Context: an optimization exercise on an open-source flow, tuned for small area and a short achievable clock period. The choices shown serve that exercise and are no tape-out recipe.
RTL that was checked went through simulation tests only; none was proved equivalent to the original.
Only the layout flow was run in run 1; the RTL was not checked for function there.
Power is estimated from default activity; no workload was simulated.

## flow/design.v (module list and top-level ports; edited modules follow where they fit)
// module cplx_mac: 852 lines
// module fa: 4 lines
// module ha: 4 lines
// module cadd44: 494 lines
// module magsel43: 14 lines
// module padd43: 265 lines
// module gt43: 309 lines
// module dft_bin_acc: 111 lines
module dft_bin_acc
#(
    parameter int N      = 256,
    parameter int PH_LAT = 6,
    parameter int ACC_W  = dft_pkg::ACC_W_DEF
) (
    input  logic                     CK,
    input  logic                     RST,
    input  logic                     START,
    input  logic signed [dft_pkg::PH_W-1:0]   cos0,
    input  logic signed [dft_pkg::PH_W-1:0]   sin0,
    input  logic signed [dft_pkg::PH_W-1:0]   cos1,
    input  logic signed [dft_pkg::PH_W-1:0]   sin1,
    output logic [dft_pkg::ADDR_W-1:0]        smp_addr,
    input  logic signed [dft_pkg::SMP_W-1:0]  smp_data,
    output logic signed [ACC_W-1:0]  re0,
    output logic signed [ACC_W-1:0]  im0,
    output logic signed [ACC_W-1:0]  re1,
    output logic signed [ACC_W-1:0]  im1,
    output logic                     busy,
    output logic                     done
    ,
    output logic [ACC_W-1:0]         mag0,
    output logic [ACC_W-1:0]         mag1
);
  // ...
==> flow/flow/run.sh <==
#!/bin/bash
# The standard layout (the standard.sh, unchanged synthesis), except that the
# buffers placed on the ports are plain buffers (buf_2, which timing repair may
# upsize) instead of the delay-type buffer buffer_ports picks by default.
set -euo pipefail
bash standard.sh synth > synth.log 2>&1
bash standard.sh "BUFFER_PORTS_ARGS=-buffer_cell sky130_fd_sc_hd__buf_2" finish > layout.log 2>&1
==> flow/standard.sh <==
#!/bin/bash
# synth_recipe.tcl (not shown) runs the flow's synth.tcl, then flattens the netlist and writes it again
# the make line also repeats each setting of config.mk as NAME=value (left out here)
make -C /OpenROAD-flow-scripts/flow DESIGN_CONFIG=/design/flow/config.mk WORK_HOME=/design/flow/orfs CLKGATE_MAP_FILE= SYNTH_SCRIPT=/design/flow/synth_recipe.tcl "${@:-finish}"
==> flow/config.mk <==
export PLATFORM = sky130hd
export DESIGN_NAME = dft_bin_acc
export DESIGN_NICKNAME = dft_bin_acc
export VERILOG_FILES = /design/flow/design.v
export SDC_FILE = /design/flow/constraint.sdc
export NUM_CORES = 4
export LEC_CHECK = 0
export CAP_MARGIN = 20
export CORE_MARGIN = 2
export CORE_UTILIZATION = 40
export CTS_CLUSTER_DIAMETER = 110
export CTS_CLUSTER_SIZE = 28
export SETUP_SLACK_MARGIN = 3.7
export SLEW_MARGIN = 20
export SYNTH_HIERARCHICAL = 1
==> flow/constraint.sdc <==
create_clock -name core_clock -period 9.5 [get_ports {CK}]
set_input_delay 1.9000 -clock core_clock [delete_from_list [all_inputs] [get_ports {CK}]]
set_output_delay 1.9000 -clock core_clock [all_outputs]
set_load 0.01 [all_outputs]
==> flow_metrics.py, run 1 <==
metrics = {
    "grt": {
        "grt_use_total_pct": 24.33,
        "top_usage_layer": "met2",
        "grt_pass1_wl_um": 345500,
        "met3_usage_pct": 4.164,
    },
    "min_path": {
        "min_from": "cnt[3]",
    },
    "routing": {
        "wl_met2_um": 110100,
        "vias_per_cell": 5.604,
        "drt_wl_total_um": 230500,
        "top_layer_used": "met5",
    },
    "synthesis": {
        "syn_avg_cell_area_sq_um": 10.91,
    },
    "setup_path": {
        "worst-path-buf-inv": 1,
        "cp-endpoint": "mag1[29]",
        "critical_path_class": "register to primary output",
        "crit_start": "p1_q[1]",
    },
    "placed_design": {
        "hpwlAfterDp_um": 168900,
        "place_congestion": 0.8984,
    },
    "job": {
        "maxCapViolations": 0,
    },
    "layout": {
        "clockNetworkAreaShare_pct": 1.576,
        "multi_input_cells": 5126,
        "n_fill_cell": 17410,
        "post-route-util_pct": 42.15,
        "sh_seq_area_pct": 18.27,
        "final_cell_mix": "863 x xnor2_1, 712 x fa_1, 596 x a22oi_2",
        "buffers": 552,
    },
    "power_and_ir_drop": {
        "swShare_pct": 51.32,
        "pwr-share-seq_pct": 15.2,
        "pg_seq_mw": 3.95,
        "power.group.top": "combinational logic",
        "pg_clk_mw": 1.81,
    },
    "run_status": {
        "status": "finished clean",
    },
    "die": {
        "nWellTaps": 2385,
    },
    "clock_tree": {
        "cts-root-buf": "clkbuf_16",
    },
    "sta": {
        "finalSetupTns_ns": 0,
    },
}
==> module dft_bin_acc, before the edit <==
module dft_bin_acc
#(
    parameter int N      = 256,
    parameter int PH_LAT = 6,
    parameter int ACC_W  = dft_pkg::ACC_W_DEF
) (
    input  logic                     CK,
    input  logic                     RST,
    input  logic                     START,
    input  logic signed [dft_pkg::PH_W-1:0]   cos0,
    input  logic signed [dft_pkg::PH_W-1:0]   sin0,
    input  logic signed [dft_pkg::PH_W-1:0]   cos1,
    input  logic signed [dft_pkg::PH_W-1:0]   sin1,
    output logic [dft_pkg::ADDR_W-1:0]        smp_addr,
    input  logic signed [dft_pkg::SMP_W-1:0]  smp_data,
    output logic signed [ACC_W-1:0]  re0,
    output logic signed [ACC_W-1:0]  im0,
    output logic signed [ACC_W-1:0]  re1,
    output logic signed [ACC_W-1:0]  im1,
    output logic                     busy,
    output logic                     done
    ,
    output logic [ACC_W-1:0]         mag0,
    output logic [ACC_W-1:0]         mag1
);
    localparam int W = 44;      
    localparam int MW = 43;     
    logic [8:0] cnt;
    logic       done_q;
    logic       init_q;      
    logic       en_q;        
    logic       ld;          
    logic [8:0] one_q, two_q, neg_q;
    logic [8:0] one_d, two_d, neg_d;
    logic [8:0] negs;
    logic [W-1:0] a_re0, a_im0, a_re1, a_im1;
    logic [MW-1:0] m_re0, m_im0, m_re1, m_im1;
    logic [MW-1:0] mag0_s, mag1_s;
    always_ff @(posedge CK or posedge RST) begin
        if (RST) begin
            cnt    <= '0;
            busy   <= 1'b0;
            done_q <= 1'b0;
            init_q <= 1'b0;
        end else begin
            if (START)     cnt <= 9'd509;
            else if (busy) cnt <= cnt + 9'd1;
            busy   <= START | (busy & (cnt != 9'd259));
            done_q <= ~START & busy & (cnt == 9'd258);
            init_q <= START;
        end
    end
    assign smp_addr = cnt;
    assign done     = done_q & ~START;
    assign ld = busy & ~START & (cnt >= 9'd1) & (cnt <= 9'd256);
    always_comb begin
        logic [18:0] xe;
        xe = {smp_data, 1'b0};
        for (int j = 0; j < 9; j++) begin
            one_d[j] = xe[2*j+1] ^ xe[2*j];
            two_d[j] = (xe[2*j+2] & ~xe[2*j+1] & ~xe[2*j]) | (~xe[2*j+2] & xe[2*j+1] & xe[2*j]);
            neg_d[j] = xe[2*j+2];
        end
    end
    always_ff @(posedge CK or posedge RST) begin
        if (RST) begin
            one_q <= '0;
            two_q <= '0;
            neg_q <= '0;
            en_q  <= 1'b0;
        end else begin
            one_q <= ld ? one_d : 9'd0;
            two_q <= ld ? two_d : 9'd0;
            neg_q <= ld ? neg_d : 9'd0;
            en_q  <= ld;
        end
    end
    assign negs = ~neg_q & {9{en_q}};
    cplx_mac u_re0 (.clk(CK), .rst(RST), .init(init_q), .en(en_q), .one(one_q), .two(two_q),
                    .neg(neg_q), .c(cos0), .acc(a_re0), .mabs(m_re0));
    cplx_mac u_im0 (.clk(CK), .rst(RST), .init(init_q), .en(en_q), .one(one_q), .two(two_q),
                    .neg(negs),  .c(sin0), .acc(a_im0), .mabs(m_im0));
    cplx_mac u_re1 (.clk(CK), .rst(RST), .init(init_q), .en(en_q), .one(one_q), .two(two_q),
                    .neg(neg_q), .c(cos1), .acc(a_re1), .mabs(m_re1));
    cplx_mac u_im1 (.clk(CK), .rst(RST), .init(init_q), .en(en_q), .one(one_q), .two(two_q),
                    .neg(negs),  .c(sin1), .acc(a_im1), .mabs(m_im1));
    assign re0 = {{(ACC_W-W){a_re0[W-1]}}, a_re0};
    assign im0 = {{(ACC_W-W){a_im0[W-1]}}, a_im0};
    assign re1 = {{(ACC_W-W){a_re1[W-1]}}, a_re1};
    assign im1 = {{(ACC_W-W){a_im1[W-1]}}, a_im1};
    logic [MW-1:0] p0_d, g0_d, p1_d, g1_d, p0_q, g0_q, p1_q, g1_q;
    magsel43 u_sel0 (.a(m_re0), .b(m_im0), .p(p0_d), .g(g0_d));
    magsel43 u_sel1 (.a(m_re1), .b(m_im1), .p(p1_d), .g(g1_d));
    always_ff @(posedge CK or posedge RST) begin
        if (RST) begin
            p0_q <= '0;
            g0_q <= '0;
            p1_q <= '0;
            g1_q <= '0;
        end else begin
            p0_q <= p0_d;
            g0_q <= g0_d;
            p1_q <= p1_d;
            g1_q <= g1_d;
        end
    end
    padd43 u_mag0 (.p(p0_q), .g(g0_q), .y(mag0_s));
    padd43 u_mag1 (.p(p1_q), .g(g1_q), .y(mag1_s));
    assign mag0 = {{(ACC_W-MW){1'b0}}, mag0_s};
    assign mag1 = {{(ACC_W-MW){1'b0}}, mag1_s};
endmodule
==> run 2: changes to the inputs <==
--- a/flow/design.v
+++ b/flow/design.v
@@ -3,21 +3,18 @@
     localparam int PH_W      = 18;
     localparam int ADDR_W    = 9;
     localparam int ACC_W_DEF = 48;
 endpackage
 module cplx_mac (
     input  logic        clk,
     input  logic        rst,
     input  logic        init,
-    input  logic        en,
-    input  logic [8:0]  one,
-    input  logic [8:0]  two,
+    input  logic [170:0] pp,
     input  logic [8:0]  neg,
-    input  logic [17:0] c,
     output logic [43:0] acc,
     output logic [42:0] mabs
 );
     localparam logic [43:0] INITP = 44'haaaabffffff;   
     logic [43:0] pn_q, g_q, p_q, p_in, g_in;
     logic [43:0] r0, r1;
     logic [18:0] pp0;
     logic [18:0] pp1;
@@ -449,187 +446,25 @@
     logic th4_40_31;
     logic tk4_40_31;
     logic th4_41_32;
     logic tk4_41_32;
     logic th4_42_33;
     logic tk4_42_33;
     logic th4_43_34;
     logic tk4_43_34;
-    assign pp0[0] = ((one[0] & c[0])) ^ neg[0];
-    assign pp0[1] = ((one[0] & c[1]) | (two[0] & c[0])) ^ neg[0];
-    assign pp0[2] = ((one[0] & c[2]) | (two[0] & c[1])) ^ neg[0];
-    assign pp0[3] = ((one[0] & c[3]) | (two[0] & c[2])) ^ neg[0];
-    assign pp0[4] = ((one[0] & c[4]) | (two[0] & c[3])) ^ neg[0];
-    assign pp0[5] = ((one[0] & c[5]) | (two[0] & c[4])) ^ neg[0];
-    assign pp0[6] = ((one[0] & c[6]) | (two[0] & c[5])) ^ neg[0];
-    assign pp0[7] = ((one[0] & c[7]) | (two[0] & c[6])) ^ neg[0];
-    assign pp0[8] = ((one[0] & c[8]) | (two[0] & c[7])) ^ neg[0];
-    assign pp0[9] = ((one[0] & c[9]) | (two[0] & c[8])) ^ neg[0];
-    assign pp0[10] = ((one[0] & c[10]) | (two[0] & c[9])) ^ neg[0];
-    assign pp0[11] = ((one[0] & c[11]) | (two[0] & c[10])) ^ neg[0];
-    assign pp0[12] = ((one[0] & c[12]) | (two[0] & c[11])) ^ neg[0];
-    assign pp0[13] = ((one[0] & c[13]) | (two[0] & c[12])) ^ neg[0];
-    assign pp0[14] = ((one[0] & c[14]) | (two[0] & c[13])) ^ neg[0];
-    assign pp0[15] = ((one[0] & c[15]) | (two[0] & c[14])) ^ neg[0];
-    assign pp0[16] = ((one[0] & c[16]) | (two[0] & c[15])) ^ neg[0];
-    assign pp0[17] = ((one[0] & c[17]) | (two[0] & c[16])) ^ neg[0];
-    assign pp0[18] = en & ~(((one[0] | two[0]) & c[17]) ^ neg[0]);
-    assign pp1[0] = ((one[1] & c[0])) ^ neg[1];
-    assign pp1[1] = ((one[1] & c[1]) | (two[1] & c[0])) ^ neg[1];
-    assign pp1[2] = ((one[1] & c[2]) | (two[1] & c[1])) ^ neg[1];
-    assign pp1[3] = ((one[1] & c[3]) | (two[1] & c[2])) ^ neg[1];
-    assign pp1[4] = ((one[1] & c[4]) | (two[1] & c[3])) ^ neg[1];
-    assign pp1[5] = ((one[1] & c[5]) | (two[1] & c[4])) ^ neg[1];
-    assign pp1[6] = ((one[1] & c[6]) | (two[1] & c[5])) ^ neg[1];
-    assign pp1[7] = ((one[1] & c[7]) | (two[1] & c[6])) ^ neg[1];
-    assign pp1[8] = ((one[1] & c[8]) | (two[1] & c[7])) ^ neg[1];
-    assign pp1[9] = ((one[1] & c[9]) | (two[1] & c[8])) ^ neg[1];
-    assign pp1[10] = ((one[1] & c[10]) | (two[1] & c[9])) ^ neg[1];
-    assign pp1[11] = ((one[1] & c[11]) | (two[1] & c[10])) ^ neg[1];
-    assign pp1[12] = ((one[1] & c[12]) | (two[1] & c[11])) ^ neg[1];
-    assign pp1[13] = ((one[1] & c[13]) | (two[1] & c[12])) ^ neg[1];
-    assign pp1[14] = ((one[1] & c[14]) | (two[1] & c[13])) ^ neg[1];
-    assign pp1[15] = ((one[1] & c[15]) | (two[1] & c[14])) ^ neg[1];
-    assign pp1[16] = ((one[1] & c[16]) | (two[1] & c[15])) ^ neg[1];
-    assign pp1[17] = ((one[1] & c[17]) | (two[1] & c[16])) ^ neg[1];
-    assign pp1[18] = en & ~(((one[1] | two[1]) & c[17]) ^ neg[1]);
-    assign pp2[0] = ((one[2] & c[0])) ^ neg[2];
-    assign pp2[1] = ((one[2] & c[1]) | (two[2] & c[0])) ^ neg[2];
-    assign pp2[2] = ((one[2] & c[2]) | (two[2] & c[1])) ^ neg[2];
-    assign pp2[3] = ((one[2] & c[3]) | (two[2] & c[2])) ^ neg[2];
-    assign pp2[4] = ((one[2] & c[4]) | (two[2] & c[3])) ^ neg[2];
-    assign pp2[5] = ((one[2] & c[5]) | (two[2] & c[4])) ^ neg[2];
-    assign pp2[6] = ((one[2] & c[6]) | (two[2] & c[5])) ^ neg[2];
-    assign pp2[7] = ((one[2] & c[7]) | (two[2] & c[6])) ^ neg[2];
-    assign pp2[8] = ((one[2] & c[8]) | (two[2] & c[7])) ^ neg[2];
-    assign pp2[9] = ((one[2] & c[9]) | (two[2] & c[8])) ^ neg[2];
-    assign pp2[10] = ((one[2] & c[10]) | (two[2] & c[9])) ^ neg[2];
-    assign pp2[11] = ((one[2] & c[11]) | (two[2] & c[10])) ^ neg[2];
-    assign pp2[12] = ((one[2] & c[12]) | (two[2] & c[11])) ^ neg[2];
-    assign pp2[13] = ((one[2] & c[13]) | (two[2] & c[12])) ^ neg[2];
-    assign pp2[14] = ((one[2] & c[14]) | (two[2] & c[13])) ^ neg[2];
-    assign pp2[15] = ((one[2] & c[15]) | (two[2] & c[14])) ^ neg[2];
-    assign pp2[16] = ((one[2] & c[16]) | (two[2] & c[15])) ^ neg[2];
-    assign pp2[17] = ((one[2] & c[17]) | (two[2] & c[16])) ^ neg[2];
-    assign pp2[18] = en & ~(((one[2] | two[2]) & c[17]) ^ neg[2]);
-    assign pp3[0] = ((one[3] & c[0])) ^ neg[3];
-    assign pp3[1] = ((one[3] & c[1]) | (two[3] & c[0])) ^ neg[3];
-    assign pp3[2] = ((one[3] & c[2]) | (two[3] & c[1])) ^ neg[3];
-    assign pp3[3] = ((one[3] & c[3]) | (two[3] & c[2])) ^ neg[3];
-    assign pp3[4] = ((one[3] & c[4]) | (two[3] & c[3])) ^ neg[3];
-    assign pp3[5] = ((one[3] & c[5]) | (two[3] & c[4])) ^ neg[3];
-    assign pp3[6] = ((one[3] & c[6]) | (two[3] & c[5])) ^ neg[3];
-    assign pp3[7] = ((one[3] & c[7]) | (two[3] & c[6])) ^ neg[3];
-    assign pp3[8] = ((one[3] & c[8]) | (two[3] & c[7])) ^ neg[3];
-    assign pp3[9] = ((one[3] & c[9]) | (two[3] & c[8])) ^ neg[3];
-    assign pp3[10] = ((one[3] & c[10]) | (two[3] & c[9])) ^ neg[3];
-    assign pp3[11] = ((one[3] & c[11]) | (two[3] & c[10])) ^ neg[3];
-    assign pp3[12] = ((one[3] & c[12]) | (two[3] & c[11])) ^ neg[3];
-    assign pp3[13] = ((one[3] & c[13]) | (two[3] & c[12])) ^ neg[3];
-    assign pp3[14] = ((one[3] & c[14]) | (two[3] & c[13])) ^ neg[3];
-    assign pp3[15] = ((one[3] & c[15]) | (two[3] & c[14])) ^ neg[3];
-    assign pp3[16] = ((one[3] & c[16]) | (two[3] & c[15])) ^ neg[3];
-    assign pp3[17] = ((one[3] & c[17]) | (two[3] & c[16])) ^ neg[3];
-    assign pp3[18] = en & ~(((one[3] | two[3]) & c[17]) ^ neg[3]);
-    assign pp4[0] = ((one[4] & c[0])) ^ neg[4];
-    assign pp4[1] = ((one[4] & c[1]) | (two[4] & c[0])) ^ neg[4];
-    assign pp4[2] = ((one[4] & c[2]) | (two[4] & c[1])) ^ neg[4];
-    assign pp4[3] = ((one[4] & c[3]) | (two[4] & c[2])) ^ neg[4];
-    assign pp4[4] = ((one[4] & c[4]) | (two[4] & c[3])) ^ neg[4];
-    assign pp4[5] = ((one[4] & c[5]) | (two[4] & c[4])) ^ neg[4];
-    assign pp4[6] = ((one[4] & c[6]) | (two[4] & c[5])) ^ neg[4];
-    assign pp4[7] = ((one[4] & c[7]) | (two[4] & c[6])) ^ neg[4];
-    assign pp4[8] = ((one[4] & c[8]) | (two[4] & c[7])) ^ neg[4];
-    assign pp4[9] = ((one[4] & c[9]) | (two[4] & c[8])) ^ neg[4];
-    assign pp4[10] = ((one[4] & c[10]) | (two[4] & c[9])) ^ neg[4];
-    assign pp4[11] = ((one[4] & c[11]) | (two[4] & c[10])) ^ neg[4];
-    assign pp4[12] = ((one[4] & c[12]) | (two[4] & c[11])) ^ neg[4];
-    assign pp4[13] = ((one[4] & c[13]) | (two[4] & c[12])) ^ neg[4];
-    assign pp4[14] = ((one[4] & c[14]) | (two[4] & c[13])) ^ neg[4];
-    assign pp4[15] = ((one[4] & c[15]) | (two[4] & c[14])) ^ neg[4];
-    assign pp4[16] = ((one[4] & c[16]) | (two[4] & c[15])) ^ neg[4];
-    assign pp4[17] = ((one[4] & c[17]) | (two[4] & c[16])) ^ neg[4];
-    assign pp4[18] = en & ~(((one[4] | two[4]) & c[17]) ^ neg[4]);
-    assign pp5[0] = ((one[5] & c[0])) ^ neg[5];
-    assign pp5[1] = ((one[5] & c[1]) | (two[5] & c[0])) ^ neg[5];
-    assign pp5[2] = ((one[5] & c[2]) | (two[5] & c[1])) ^ neg[5];
-    assign pp5[3] = ((one[5] & c[3]) | (two[5] & c[2])) ^ neg[5];
-    assign pp5[4] = ((one[5] & c[4]) | (two[5] & c[3])) ^ neg[5];
-    assign pp5[5] = ((one[5] & c[5]) | (two[5] & c[4])) ^ neg[5];
-    assign pp5[6] = ((one[5] & c[6]) | (two[5] & c[5])) ^ neg[5];
-    assign pp5[7] = ((one[5] & c[7]) | (two[5] & c[6])) ^ neg[5];
-    assign pp5[8] = ((one[5] & c[8]) | (two[5] & c[7])) ^ neg[5];
-    assign pp5[9] = ((one[5] & c[9]) | (two[5] & c[8])) ^ neg[5];
-    assign pp5[10] = ((one[5] & c[10]) | (two[5] & c[9])) ^ neg[5];
-    assign pp5[11] = ((one[5] & c[11]) | (two[5] & c[10])) ^ neg[5];
-    assign pp5[12] = ((one[5] & c[12]) | (two[5] & c[11])) ^ neg[5];
-    assign pp5[13] = ((one[5] & c[13]) | (two[5] & c[12])) ^ neg[5];
-    assign pp5[14] = ((one[5] & c[14]) | (two[5] & c[13])) ^ neg[5];
-    assign pp5[15] = ((one[5] & c[15]) | (two[5] & c[14])) ^ neg[5];
-    assign pp5[16] = ((one[5] & c[16]) | (two[5] & c[15])) ^ neg[5];
-    assign pp5[17] = ((one[5] & c[17]) | (two[5] & c[16])) ^ neg[5];
-    assign pp5[18] = en & ~(((one[5] | two[5]) & c[17]) ^ neg[5]);
-    assign pp6[0] = ((one[6] & c[0])) ^ neg[6];
-    assign pp6[1] = ((one[6] & c[1]) | (two[6] & c[0])) ^ neg[6];
-    assign pp6[2] = ((one[6] & c[2]) | (two[6] & c[1])) ^ neg[6];
-    assign pp6[3] = ((one[6] & c[3]) | (two[6] & c[2])) ^ neg[6];
-    assign pp6[4] = ((one[6] & c[4]) | (two[6] & c[3])) ^ neg[6];
-    assign pp6[5] = ((one[6] & c[5]) | (two[6] & c[4])) ^ neg[6];
-    assign pp6[6] = ((one[6] & c[6]) | (two[6] & c[5])) ^ neg[6];
-    assign pp6[7] = ((one[6] & c[7]) | (two[6] & c[6])) ^ neg[6];
-    assign pp6[8] = ((one[6] & c[8]) | (two[6] & c[7])) ^ neg[6];
-    assign pp6[9] = ((one[6] & c[9]) | (two[6] & c[8])) ^ neg[6];
-    assign pp6[10] = ((one[6] & c[10]) | (two[6] & c[9])) ^ neg[6];
-    assign pp6[11] = ((one[6] & c[11]) | (two[6] & c[10])) ^ neg[6];
-    assign pp6[12] = ((one[6] & c[12]) | (two[6] & c[11])) ^ neg[6];
-    assign pp6[13] = ((one[6] & c[13]) | (two[6] & c[12])) ^ neg[6];
-    assign pp6[14] = ((one[6] & c[14]) | (two[6] & c[13])) ^ neg[6];
-    assign pp6[15] = ((one[6] & c[15]) | (two[6] & c[14])) ^ neg[6];
-    assign pp6[16] = ((one[6] & c[16]) | (two[6] & c[15])) ^ neg[6];
-    assign pp6[17] = ((one[6] & c[17]) | (two[6] & c[16])) ^ neg[6];
-    assign pp6[18] = en & ~(((one[6] | two[6]) & c[17]) ^ neg[6]);
-    assign pp7[0] = ((one[7] & c[0])) ^ neg[7];
-    assign pp7[1] = ((one[7] & c[1]) | (two[7] & c[0])) ^ neg[7];
-    assign pp7[2] = ((one[7] & c[2]) | (two[7] & c[1])) ^ neg[7];
-    assign pp7[3] = ((one[7] & c[3]) | (two[7] & c[2])) ^ neg[7];
-    assign pp7[4] = ((one[7] & c[4]) | (two[7] & c[3])) ^ neg[7];
-    assign pp7[5] = ((one[7] & c[5]) | (two[7] & c[4])) ^ neg[7];
-    assign pp7[6] = ((one[7] & c[6]) | (two[7] & c[5])) ^ neg[7];
-    assign pp7[7] = ((one[7] & c[7]) | (two[7] & c[6])) ^ neg[7];
-    assign pp7[8] = ((one[7] & c[8]) | (two[7] & c[7])) ^ neg[7];
-    assign pp7[9] = ((one[7] & c[9]) | (two[7] & c[8])) ^ neg[7];
-    assign pp7[10] = ((one[7] & c[10]) | (two[7] & c[9])) ^ neg[7];
-    assign pp7[11] = ((one[7] & c[11]) | (two[7] & c[10])) ^ neg[7];
-    assign pp7[12] = ((one[7] & c[12]) | (two[7] & c[11])) ^ neg[7];
-    assign pp7[13] = ((one[7] & c[13]) | (two[7] & c[12])) ^ neg[7];
-    assign pp7[14] = ((one[7] & c[14]) | (two[7] & c[13])) ^ neg[7];
-    assign pp7[15] = ((one[7] & c[15]) | (two[7] & c[14])) ^ neg[7];
-    assign pp7[16] = ((one[7] & c[16]) | (two[7] & c[15])) ^ neg[7];
-    assign pp7[17] = ((one[7] & c[17]) | (two[7] & c[16])) ^ neg[7];
-    assign pp7[18] = en & ~(((one[7] | two[7]) & c[17]) ^ neg[7]);
-    assign pp8[0] = ((one[8] & c[0])) ^ neg[8];
-    assign pp8[1] = ((one[8] & c[1]) | (two[8] & c[0])) ^ neg[8];
-    assign pp8[2] = ((one[8] & c[2]) | (two[8] & c[1])) ^ neg[8];
-    assign pp8[3] = ((one[8] & c[3]) | (two[8] & c[2])) ^ neg[8];
-    assign pp8[4] = ((one[8] & c[4]) | (two[8] & c[3])) ^ neg[8];
-    assign pp8[5] = ((one[8] & c[5]) | (two[8] & c[4])) ^ neg[8];
-    assign pp8[6] = ((one[8] & c[6]) | (two[8] & c[5])) ^ neg[8];
-    assign pp8[7] = ((one[8] & c[7]) | (two[8] & c[6])) ^ neg[8];
-    assign pp8[8] = ((one[8] & c[8]) | (two[8] & c[7])) ^ neg[8];
-    assign pp8[9] = ((one[8] & c[9]) | (two[8] & c[8])) ^ neg[8];
-    assign pp8[10] = ((one[8] & c[10]) | (two[8] & c[9])) ^ neg[8];
-    assign pp8[11] = ((one[8] & c[11]) | (two[8] & c[10])) ^ neg[8];
-    assign pp8[12] = ((one[8] & c[12]) | (two[8] & c[11])) ^ neg[8];
-    assign pp8[13] = ((one[8] & c[13]) | (two[8] & c[12])) ^ neg[8];
-    assign pp8[14] = ((one[8] & c[14]) | (two[8] & c[13])) ^ neg[8];
-    assign pp8[15] = ((one[8] & c[15]) | (two[8] & c[14])) ^ neg[8];
-    assign pp8[16] = ((one[8] & c[16]) | (two[8] & c[15])) ^ neg[8];
-    assign pp8[17] = ((one[8] & c[17]) | (two[8] & c[16])) ^ neg[8];
-    assign pp8[18] = en & ~(((one[8] | two[8]) & c[17]) ^ neg[8]);
+    assign pp0 = pp[18:0];
+    assign pp1 = pp[37:19];
+    assign pp2 = pp[56:38];
+    assign pp3 = pp[75:57];
+    assign pp4 = pp[94:76];
+    assign pp5 = pp[113:95];
+    assign pp6 = pp[132:114];
+    assign pp7 = pp[151:133];
+    assign pp8 = pp[170:152];
     ha u_th0_12_0 (.a(pp0[12]), .b(pp1[10]), .s(th0_12_0), .co(tk0_12_0));
     ha u_th0_13_1 (.a(pp0[13]), .b(pp1[11]), .s(th0_13_1), .co(tk0_13_1));
     fa u_ts0_14_0 (.a(pp0[14]), .b(pp1[12]), .c(pp2[10]), .s(ts0_14_0), .co(tc0_14_0));
     ha u_th0_14_2 (.a(pp3[8]), .b(pp4[6]), .s(th0_14_2), .co(tk0_14_2));
     fa u_ts0_15_1 (.a(pp0[15]), .b(pp1[13]), .c(pp2[11]), .s(ts0_15_1), .co(tc0_15_1));
     ha u_th0_15_3 (.a(pp3[9]), .b(pp4[7]), .s(th0_15_3), .co(tk0_15_3));
     fa u_ts0_16_2 (.a(pp0[16]), .b(pp1[14]), .c(pp2[12]), .s(ts0_16_2), .co(tc0_16_2));
     fa u_ts0_16_3 (.a(pp3[10]), .b(pp4[8]), .c(pp5[6]), .s(ts0_16_3), .co(tc0_16_3));
@@ -2019,24 +1854,41 @@
         end else begin
             one_q <= ld ? one_d : 9'd0;
             two_q <= ld ? two_d : 9'd0;
             neg_q <= ld ? neg_d : 9'd0;
             en_q  <= ld;
         end
     end
     assign negs = ~neg_q & {9{en_q}};
-    cplx_mac u_re0 (.clk(CK), .rst(RST), .init(init_q), .en(en_q), .one(one_q), .two(two_q),
-                    .neg(neg_q), .c(cos0), .acc(a_re0), .mabs(m_re0));
-    cplx_mac u_im0 (.clk(CK), .rst(RST), .init(init_q), .en(en_q), .one(one_q), .two(two_q),
-                    .neg(negs),  .c(sin0), .acc(a_im0), .mabs(m_im0));
-    cplx_mac u_re1 (.clk(CK), .rst(RST), .init(init_q), .en(en_q), .one(one_q), .two(two_q),
-                    .neg(neg_q), .c(cos1), .acc(a_re1), .mabs(m_re1));
-    cplx_mac u_im1 (.clk(CK), .rst(RST), .init(init_q), .en(en_q), .one(one_q), .two(two_q),
-                    .neg(negs),  .c(sin1), .acc(a_im1), .mabs(m_im1));
+    function automatic logic [170:0] booth_rows(input logic [8:0] one, input logic [8:0] two,
+                                                input logic [8:0] neg, input logic en,
+                                                input logic [17:0] c);
+        logic [18:0] r;
+        for (int j = 0; j < 9; j++) begin
+            r[0] = (one[j] & c[0]) ^ neg[j];
+            for (int i = 1; i < 18; i++)
+                r[i] = ((one[j] & c[i]) | (two[j] & c[i-1])) ^ neg[j];
+            r[18] = en & ~(((one[j] | two[j]) & c[17]) ^ neg[j]);
+            booth_rows[19*j +: 19] = r;
+        end
+    endfunction
+    logic [170:0] pp_re0, pp_im0, pp_re1, pp_im1;
+    assign pp_re0 = booth_rows(one_q, two_q, neg_q, en_q, cos0);
+    assign pp_im0 = booth_rows(one_q, two_q, negs,  en_q, sin0);
+    assign pp_re1 = booth_rows(one_q, two_q, neg_q, en_q, cos1);
+    assign pp_im1 = booth_rows(one_q, two_q, negs,  en_q, sin1);
+    cplx_mac u_re0 (.clk(CK), .rst(RST), .init(init_q), .pp(pp_re0), .neg(neg_q),
+                    .acc(a_re0), .mabs(m_re0));
+    cplx_mac u_im0 (.clk(CK), .rst(RST), .init(init_q), .pp(pp_im0), .neg(negs),
+                    .acc(a_im0), .mabs(m_im0));
+    cplx_mac u_re1 (.clk(CK), .rst(RST), .init(init_q), .pp(pp_re1), .neg(neg_q),
+                    .acc(a_re1), .mabs(m_re1));
+    cplx_mac u_im1 (.clk(CK), .rst(RST), .init(init_q), .pp(pp_im1), .neg(negs),
+                    .acc(a_im1), .mabs(m_im1));
     assign re0 = {{(ACC_W-W){a_re0[W-1]}}, a_re0};
     assign im0 = {{(ACC_W-W){a_im0[W-1]}}, a_im0};
     assign re1 = {{(ACC_W-W){a_re1[W-1]}}, a_re1};
     assign im1 = {{(ACC_W-W){a_im1[W-1]}}, a_im1};
     logic [MW-1:0] p0_d, g0_d, p1_d, g1_d, p0_q, g0_q, p1_q, g1_q;
     magsel43 u_sel0 (.a(m_re0), .b(m_im0), .p(p0_d), .g(g0_d));
     magsel43 u_sel1 (.a(m_re1), .b(m_im1), .p(p1_d), .g(g1_d));
     always_ff @(posedge CK or posedge RST) begin
==> flow/config.mk (replaced) <==
export PLATFORM = sky130hd
export DESIGN_NAME = dft_bin_acc
export DESIGN_NICKNAME = dft_bin_acc
export VERILOG_FILES = /design/flow/design.v
export SDC_FILE = /design/flow/constraint.sdc
export NUM_CORES = 4
export LEC_CHECK = 0
export CAP_MARGIN = 20
export CORE_MARGIN = 2
export CORE_UTILIZATION = 40
export CTS_CLUSTER_DIAMETER = 100
export CTS_CLUSTER_SIZE = 24
export SETUP_SLACK_MARGIN = 3.5
export SLEW_MARGIN = 20
export SYNTH_HIERARCHICAL = 1
==> run 2 against run 1 <==
Die area down 8.0%; critical path depth stayed put; worst setup slack lost 0.23 ns; worst hold slack worse by 0.0015 ns; clock power barely moved; fmax shrank 3.9%; count of clock-buffer cells in the layout is 5 higher; sequential share of layout area up 1.1 points; utilization up 1.2 points; critical path type is now register to register.
==> flow_metrics.py, run 2 <==
metrics = {
    "routing": {
        "drt_iter0_drc": 4380,
        "drc": 0,
        "drt_wl_total_um": 223000,
        "firstDrtPassIters": 6,
        "post_drt_wl_per_cell_um": 25.06,
        "route.met3.wl_um": 15990,
        "top_layer_used": "met5",
        "num_vias": 51480,
        "wl_met2_um": 107400,
        "antenna_left": 0,
        "vias_per_cell": 5.784,
        "routedLengthMet1_um": 91110,
    },
    "sta": {
        "worstMarginPinSlew_ns": 1.119,
        "fin_crit_sh_pct": 63.03,
        "timing_hold_violations_final": 0,
        "finalSetupViolations": 0,
        "period_needed_ns": 5.987,
        "finalSetupTns_ns": 0,
        "rsz0062_at_grt": "yes",
        "finClkSkew_ns": 0.04261,
        "drv_slew": 0,
        "slew_headroom_pct": 25.21,
        "holdWs_ns": 0.6255,
        "timing.fmax_mhz": 167.0,
    },
    "die": {
        "die_area_sq_um": 171600,
        "core_sq_um": 167200,
        "ios": 392,
        "start_util_pct": 40.27,
        "die_w_um": 414.3,
        "fp.dieH_um": 414.3,
        "placementRows": 150,
    },
    "setup_path": {
        "worstPathCellList": "buf_4 > nor2b_4 > buf_4 > xnor2_1 > fa_1 > fa_1 > fa_1 > fa_1 > fa_1 > ha_1 > inv_1",
        "critPathArrivalTime_ns": 6.50,
        "critical_path_class": "register to register",
        "timing.rr.end": "u_im1.pn_q[17]",
        "cp-start-kind": "register",
        "crit_start": "en_q",
        "timing.critical_path.required_ns": 10.02,
        "crit_fanout": 29,
        "cp-endpoint": "u_im1.pn_q[17]",
        "reg2reg_from": "en_q",
        "cpMaxStageDelayCell": "nor2b_4",
        "crit_top_cell": "fa_1",
        "max_stage_delay_ns": 0.85,
        "r2r_cells": 11,
        "cp-end-kind": "register",
        "r2r_slack_ns": 3.51,
    },
    "grt": {
        "grt_pass1_vias": 54180,
        "antenna_found_initial": 33,
        "grt_use_total_pct": 25.44,
        "grt_pass1_wl_um": 337300,
        "grt_max_degree": 175,
        "overflow": 0,
    },
    "placed_design": {
        "hpwlAfterDp_um": 163100,
        "port_buffers": 381,
        "dp_cells": 8778,
        "place_congestion": 0.9190,
    },
    "power_and_ir_drop": {
        "leakage_nw": 33.64,
        "vdd_drop_max_mv": 0.3340,
        "power_mw": 24.38,
        "p_per_area_nw_per_um2": 336.6,
    },
    "layout": {
        "syn_to_final_growth_pct": 7.565,
        "layout.cells.non_filler": 8900,
        "mostFrequentLayoutCell": "xnor2_1",
        "final_cell_mix": "892 x xnor2_1, 712 x fa_1, 618 x a22oi_1",
        "final_nets": 7879,
        "n_fill_cell": 15960,
        "layout-drive-gt1-share_pct": 13.01,
    },
    "min_path": {
        "hold_path_class": "register to register",
    },
    "run_status": {
        "status": "finished clean",
    },
    "clock_tree": {
        "cts-root-buf": "clkbuf_16",
        "cts_sinks": 558,
        "clkTransAtPathRegs_ns": 0.10,
        "cts_buffer_depth": 3,
        "clk_latency_ns": 0.65,
        "tritoncts": "done",
        "ctsHoldBuffers": 0,
        "cts-htree-levels": 2,
        "cts_made_buffers": 35,
    },
    "synthesis": {
        "syn_avg_cell_area_sq_um": 10.07,
        "syn_area_sq_um": 67340,
        "yosysWarnings": 8,
        "syn_inst": 6684,
    },
    "job": {
        "maxCapViolations": 0,
    },
}
-- run 2: final cells by class --
cell class	instances	area [sq um]	share of cell area, %
inverters	483	1826	2.520
well taps	2204	2758	3.807
repair buffers	489	2942	4.061
clock inverters	19	230.2	0.3179
clock buffers	41	959.7	1.325
multi-input cells	5091	49670	68.58
flip-flops and latches	558	14000	19.34
diodes	15	37.54	0.05182
-- run 2: critical path, delay by kind of cell (launching register included) --
family                   cells  cell delay, ns
XOR/XNOR                     1            0.18
flip-flops                   1            0.73
adder cells (fa/ha/maj)      6            2.94
AND/OR/NAND/NOR              1            0.85
buffers and inverters        3            1.10
-- run 2: worst min-delay path by stage --
stage / startpoint / end / slack [ns] / cells after the start
final: u_re0.pn_q[0] / u_re0.g_q[0] / 0.63 / 2
after global routing: u_re0.pn_q[0] / u_re0.g_q[0] / 0.65 / 2
after CTS: u_re0.pn_q[0] / u_re0.g_q[0] / 0.63 / 2
after detailed placement: u_re0.pn_q[0] / u_re0.g_q[0] / 0.60 / 2
after global placement: u_im1.pn_q[0] / u_im1.g_q[0] / 0.59 / 2
after floorplan: u_im0.pn_q[0] / u_im0.g_q[0] / 0.58 / 2
-- run 2: through the flow --
step | area [sq um] | worst slack [ns] | util [%]
detailed placement | 69940 | 2.113 | 41.83
finish | 72430 | 3.513 | 43.31
CTS | 71500 | 3.502 | 42.76
global placement | 69940 | 2.260 | 41.83
floorplan | 67370 | 3.858 | -
global route | 72420 | 3.347 | 43.31
-- run 2: routing by layer --
metal / vias to the layer above / global-route usage (%)
met5: - / 0
met4: 28 / 9.449
met3: 434 / 4.802
met2: 2072 / 42.13
met1: 26520 / 33.01
li1: 22430 / -
-- run 2: what timing repair did --
item,in CTS,in global routing
pin swaps,10,25
resized for setup,43,92
setup endpoints to repair,172,184
gates cloned,3,6
buffers inserted,9,28
-- run 2: where the power goes --
group	internal (mW)	switching [mW]	total (mW)
registers	3.34	0.592	3.93
clock network	0.788	0.999	1.79
logic	7.85	10.8	18.7
==> run 3: changes to the inputs <==
--- a/flow/config.mk
+++ b/flow/config.mk
@@ -12,3 +12,3 @@
 export CTS_CLUSTER_SIZE = 24
-export SETUP_SLACK_MARGIN = 3.5
+export SETUP_SLACK_MARGIN = 4.0
 export SLEW_MARGIN = 20
==> run 3 against run 2 <==
Still clean; critical path depth grew 10; sequential cell count is the same; worst setup slack gained 0.50 ns; non-clock buffer count grew 141; global-route usage grew 0.37 points; count of clock-buffer cells in the layout grew 2; design area grew 5.6%; area after synthesis is the same; total power grew 20%; largest power group unchanged.
==> flow_metrics.py, run 3 <==
metrics = {
    "routing": {
        "antenna_left": 0,
        "num_vias": 52920,
        "post_drt_wl_per_cell_um": 25.40,
        "firstDrtPassIters": 6,
        "drc": 0,
        "drt_iter0_drc": 4731,
        "drt_wl_total_um": 229800,
        "vias_per_cell": 5.848,
    },
    "clock_tree": {
        "ctsHoldBuffers": 0,
        "cts-root-buf": "clkbuf_16",
        "cts_buffer_depth": 3,
        "clk_latency_ns": 0.66,
        "cts_sinks": 558,
        "tritoncts": "done",
        "cts_made_buffers": 35,
        "cts-htree-levels": 2,
        "clkTransAtPathRegs_ns": 0.10,
    },
    "sta": {
        "period_needed_ns": 5.484,
        "timing_hold_violations_final": 0,
        "slew_headroom_pct": 27.34,
        "finalSetupTns_ns": 0,
        "holdWs_ns": 0.6209,
        "fin_ws_ns": 4.016,
        "fin_crit_sh_pct": 57.73,
        "timing.fmax_mhz": 182.3,
        "rsz0062_at_grt": "yes",
        "drv_slew": 0,
        "finalSetupViolations": 0,
        "worstMarginPinSlew_ns": 1.090,
        "finClkSkew_ns": 0.03924,
    },
    "synthesis": {
        "syn_area_sq_um": 67340,
        "yosysWarnings": 8,
        "syn_inst": 6684,
        "syn_avg_cell_area_sq_um": 10.07,
    },
    "layout": {
        "final_nets": 8023,
        "final_cell_mix": "857 x xnor2_1, 712 x fa_1, 618 x a22oi_1",
        "layout-drive-gt1-share_pct": 20.42,
        "mostFrequentLayoutCell": "xnor2_1",
        "design_area_sq_um": 76500,
        "post-route-util_pct": 45.75,
        "layout.cells.non_filler": 9049,
        "syn_to_final_growth_pct": 13.61,
    },
    "die": {
        "fp.dieH_um": 414.3,
        "placementRows": 150,
        "ios": 392,
        "start_util_pct": 40.27,
        "die_w_um": 414.3,
        "die_area_sq_um": 171600,
        "core_sq_um": 167200,
    },
    "setup_path": {
        "timing.critical_path.required_ns": 10.03,
        "critPathArrivalTime_ns": 6.01,
        "cp-end-kind": "register",
        "crit_fanout": 8,
        "critical_path_class": "register to register",
        "cp-start-kind": "register",
    },
    "placed_design": {
        "hpwlAfterDp_um": 161900,
        "port_buffers": 381,
        "dpl_worst_slack_ns": 1.878,
        "place_congestion": 0.9294,
        "placed_cell_area_sq_um": 69940,
        "dp_cells": 8779,
    },
    "grt": {
        "grt_max_degree": 175,
        "grt_use_total_pct": 25.80,
        "grt_pass1_vias": 54670,
        "grt_pass1_wl_um": 341600,
        "overflow": 0,
        "antenna_found_initial": 35,
    },
    "power_and_ir_drop": {
        "leakage_nw": 35.10,
        "p_per_area_nw_per_um2": 381.0,
        "power_mw": 29.15,
        "vdd_drop_max_mv": 0.3904,
    },
    "run_status": {
        "status": "finished clean",
    },
    "min_path": {
        "hold_path_class": "register to register",
    },
    "job": {
        "maxCapViolations": 0,
    },
}
==> run 3: final cells by class <==
| class | count | area (sq um) |
|---|---|---|
| Clock inverter | 20 | 219.0 |
| Clock buffer | 43 | 957.2 |
| Multi-Input combinational cell | 5094 | 52070 |
| Antenna cell | 17 | 42.54 |
| Timing Repair Buffer | 630 | 4603 |
| Tap cell | 2204 | 2758 |
| Inverter | 483 | 1842 |
| Fill cell | 15500 | 90720 |
| Sequential cell | 558 | 14010 |
==> run 3: path summary, 6_finish.rpt <==
kind                                     from             to  slack, ns  cells past startpoint
worst max-delay path            u_re0.g_q[20]       p0_q[27]       4.02                     21
worst min-delay path            u_re0.pn_q[0]   u_re0.g_q[0]       0.62                      2
worst max register to register  u_re0.g_q[20]       p0_q[27]       4.02                     21
worst min register to register  u_re0.pn_q[0]   u_re0.g_q[0]       0.62                      2
max in group asynchronous                 RST        p1_q[4]       6.66                      3
min in group asynchronous                 RST  u_re0.g_q[23]       1.24                      2
==> run 3: worst max-delay path, cell delays in order, from the launching register on <==
cell       delay, ns
dfrtp_1         0.43
a21o_1          0.21
a21o_1          0.18
a221o_1         0.39
a211oi_4        0.34
a21oi_2         0.12
a211oi_4        0.35
buf_6           0.21
buf_12          0.15
mux2i_4         0.24
xnor2_2         0.15
inv_1           0.08
a222oi_1        0.46
o2111ai_2       0.25
nor3b_4         0.32
buf_6           0.16
o311ai_4        0.10
o2111ai_4       0.17
buf_12          0.20
clkbuf_16       0.19
mux2_2          0.34
ha_1            0.29
==> run 3: report_power, final <==
group	internal [mW]	switching (mW)
clock	0.764	1.01
combinational	10.8	12.6
sequential	3.35	0.640
total	14.9	14.2
==> run 3: repair_timing <==
item / in CTS / in global routing
pin swaps: 71 / 88
cloned: 19 / 12
endpoints found under the hold margin: 0 / 0
setup endpoints to repair: 245 / 211
setup buffers: 87 / 72
gates resized for setup: 235 / 428
==> run 3: layer usage <==
layer / wire (um) / share of wire, % / global-route usage [%]
met1: 93780 / 41 / 34.18
met2: 109600 / 48 / 41.91
met3: 17370 / 7.6 / 4.746
met4: 8857 / 3.9 / 9.847
met5: 228 / 0.099 / 0
==> run 4: changes to the inputs <==
--- a/flow/config.mk
+++ b/flow/config.mk
@@ -12,3 +12,3 @@
 export CTS_CLUSTER_SIZE = 24
-export SETUP_SLACK_MARGIN = 4.0
+export SETUP_SLACK_MARGIN = 3.7
 export SLEW_MARGIN = 20
==> run 4 against run 3 <==
Still clean on timing, DRC and antenna; clock skew barely moved; count of clock-buffer cells in the layout fell by 2; sequential cell count did not move; highest routed layer unchanged.
==> flow_metrics.py, run 4 <==
metrics = {
    "synthesis": {
        "syn_avg_cell_area_sq_um": 10.07,
        "syn_area_sq_um": 67340,
        "syn_inst": 6684,
        "yosysWarnings": 8,
    },
    "clock_tree": {
        "cts_sinks": 558,
        "clk_latency_ns": 0.65,
        "cts-root-buf": "clkbuf_16",
        "cts_buffer_depth": 3,
        "cts-htree-levels": 2,
        "cts_made_buffers": 35,
        "clkTransAtPathRegs_ns": 0.10,
        "ctsHoldBuffers": 0,
        "tritoncts": "done",
    },
    "power_and_ir_drop": {
        "p_sw_mw": 12.64,
        "pwr-share-comb_pct": 77.1,
        "p_int_mw": 12.40,
        "leakage_nw": 34.04,
        "swShare_pct": 50.47,
        "clock_power_share_pct": 7.1,
        "p_per_area_nw_per_um2": 340.9,
        "pwr-share-seq_pct": 15.7,
        "vdd_drop_max_mv": 0.3527,
    },
    "die": {
        "start_util_pct": 40.27,
        "core_sq_um": 167200,
        "placementRows": 150,
        "ios": 392,
        "fp.dieH_um": 414.3,
        "die_area_sq_um": 171600,
        "die_w_um": 414.3,
    },
    "setup_path": {
        "cpMaxStageDelayCell": "xnor2_1",
        "worstPathCellList": "inv_1 > a21o_1 > a21o_1 > a221o_2 > a211oi_4 > and2_1 > a211oi_4 > buf_4 > buf_6 > buf_4 > mux2i_1 > xnor2_1 > inv_1 > o221ai_1 > a2111oi_4 > o311ai_4 > o2111ai_4 > buf_4 > clkbuf_16 > mux2_1 > ha_1",
        "critical_path_class": "register to register",
        "worst-path-buf-inv": 7,
        "cp-end-kind": "register",
        "crit_start": "u_im1.pn_q[21]",
        "cp_top_family": "compound AO/OA/AOI/OAI gates",
        "crit_top_cell": "buf_4",
        "cp-start-kind": "register",
        "max_stage_delay_ns": 0.55,
        "reg2reg_from": "u_im1.pn_q[21]",
        "timing.critical_path.required_ns": 10.04,
        "critPathArrivalTime_ns": 6.26,
        "crit_fanout": 12,
    },
    "layout": {
        "layout-drive-gt1-share_pct": 14.69,
        "mostFrequentLayoutCell": "xnor2_1",
        "final_nets": 7932,
        "final_cell_mix": "871 x xnor2_1, 712 x fa_1, 618 x a22oi_1",
        "post-route-util_pct": 43.92,
        "syn_to_final_growth_pct": 9.079,
        "n_fill_cell": 15850,
    },
    "routing": {
        "antenna_left": 0,
        "num_vias": 52070,
        "vias_per_cell": 5.815,
        "firstDrtPassIters": 6,
        "post_drt_wl_per_cell_um": 25.24,
        "drt_iter0_drc": 4385,
        "drc": 0,
        "drt_wl_total_um": 226000,
    },
    "sta": {
        "slew_headroom_pct": 25.67,
        "finClkSkew_ns": 0.03887,
        "timing_hold_violations_final": 0,
        "finalSetupViolations": 0,
        "worstMarginPinSlew_ns": 1.115,
        "fin_crit_sh_pct": 60.17,
        "finalSetupTns_ns": 0,
        "period_needed_ns": 5.716,
        "rsz0062_at_grt": "no",
        "timing.fmax_mhz": 174.9,
        "drv_slew": 0,
    },
    "grt": {
        "grt_max_degree": 175,
        "antenna_found_initial": 33,
        "grt_pass1_vias": 54470,
        "grt_pass1_wl_um": 340700,
        "grt_use_total_pct": 25.75,
        "overflow": 0,
    },
    "placed_design": {
        "hpwlAfterDp_um": 163100,
        "port_buffers": 381,
        "place_congestion": 0.9190,
    },
    "min_path": {
        "hold_path_class": "register to register",
        "min_from": "u_re0.pn_q[0]",
    },
    "run_status": {
        "status": "finished clean",
    },
    "job": {
        "maxCapViolations": 0,
    },
}
## run 4: path summary, 6_finish.rpt
| check | to | slack, ns | cells after the start |
|---|---|---|---|
| min in group asynchronous | u_im0.g_q[11] | 1.36 | 2 |
| max in group asynchronous | u_im1.g_q[7] | 6.84 | 3 |
| worst max register to register | p1_q[13] | 3.78 | 21 |
| worst min-delay path | u_re0.g_q[0] | 0.63 | 2 |
| worst max-delay path | p1_q[13] | 3.78 | 21 |
| worst min register to register | u_re0.g_q[0] | 0.63 | 2 |
## run 4: stage by stage
step | instances | setup WS [ns] | power (mW) | instance area, sq um | hold WS (ns)
floorplan | 6693 | 3.858 | 16.15 | 67370 | 0.5830
global placement | 8778 | 2.260 | 21.11 | 69940 | 0.5901
detailed placement | 8778 | 2.113 | 21.44 | 69940 | 0.6030
CTS | 8876 | 3.691 | 24.22 | 72120 | 0.6258
global route | 8951 | 3.641 | 27.21 | 73440 | 0.6512
finish | 8955 | 3.784 | 25.04 | 73450 | 0.6254
## run 4: timing repair
item | in CTS | in global routing
setup endpoints to repair | 194 | 191
gates cloned | 13 | 4
pin swaps | 19 | 48
resized for setup | 86 | 143
setup buffers | 25 | 57
## run 4: area by class of cell
| class | instances | area [sq um] | share of cell area, % |
|---|---|---|---|
| antenna | 17 | 42.54 | 0.05792 |
| clock buffer | 41 | 959.7 | 1.307 |
| clock inverter | 19 | 230.2 | 0.3134 |
| inverter | 483 | 1826 | 2.485 |
| multi-input combinational | 5096 | 50150 | 68.27 |
| sequential | 558 | 14000 | 19.07 |
| tap | 2204 | 2758 | 3.754 |
| timing repair buffer | 537 | 3482 | 4.741 |
## run 4: worst register-to-register path, cell delays in order (launching register included)
cell       delay, ns
dfrtp_1         0.37
inv_1           0.14
a21o_1          0.22
a21o_1          0.21
a221o_2         0.48
a211oi_4        0.30
and2_1          0.41
a211oi_4        0.10
buf_4           0.18
buf_6           0.17
buf_4           0.15
mux2i_1         0.12
xnor2_1         0.55
inv_1           0.21
o221ai_1        0.36
a2111oi_4       0.16
o311ai_4        0.30
o2111ai_4       0.18
buf_4           0.22
clkbuf_16       0.17
mux2_1          0.33
ha_1            0.30
## run 4: layer usage
| layer | part of all wire, % | up-vias | track usage (%) | routed length (um) |
|---|---|---|---|---|
| met2 | 48 | 2232 | 42.28 | 107700 |
| met5 | 0.078 | - | 0 | 176 |
| li1 | - | 22550 | - | - |
| met4 | 4.0 | 26 | 10.09 | 9118 |
| met3 | 7.9 | 465 | 4.776 | 17830 |
| met1 | 40 | 26800 | 33.57 | 91200 |
## run 4: power groups by stage
stage | registers [mW] | logic [mW] | clock network [mW]
final | 3.94 | 19.3 | 1.79
after global placement | 3.96 | 17.1 | 0
after CTS | 3.93 | 18.5 | 1.84
after global routing | 4.02 | 21.3 | 1.91
after floorplan | 3.74 | 12.4 | 0
after detailed placement | 3.97 | 17.5 | 0

==> what the ideal ports hide <==
No port has a modelled driver above. Below, the same layouts with a new extraction and two added sets of constraints.
Step 1 assumes that a clkbuf_16 drives the clock port and a buf_2 every other input.
Step 2, shift: input delay + t, output delay - t, t = (earliest + latest rising clock arrival at the registers) / 2. This alone moves slack from input paths to output paths.
a / b / c = no drivers / after step 1 / after step 2; a / b = the first two.
| run | shift t [ns] | setup slack, ns | slew at the worst register clock pin (ns) |
|---|---|---|---|
| run 1 | 0.710 | 3.744 / 3.662 / 3.304 | 0.12 / 0.12 |
| run 2 | 0.721 | 3.513 / 3.513 / 3.375 | 0.11 / 0.11 |
| run 3 | 0.726 | 4.016 / 4.016 / 3.401 | 0.11 / 0.11 |
| run 4 | 0.722 | 3.784 / 3.784 / 3.366 | 0.11 / 0.11 |
After both steps setup and hold are still met in every run listed. The setup slack of run 3, which loses most, moves by 0.000 ns with the drivers and by -0.615 ns with both steps.
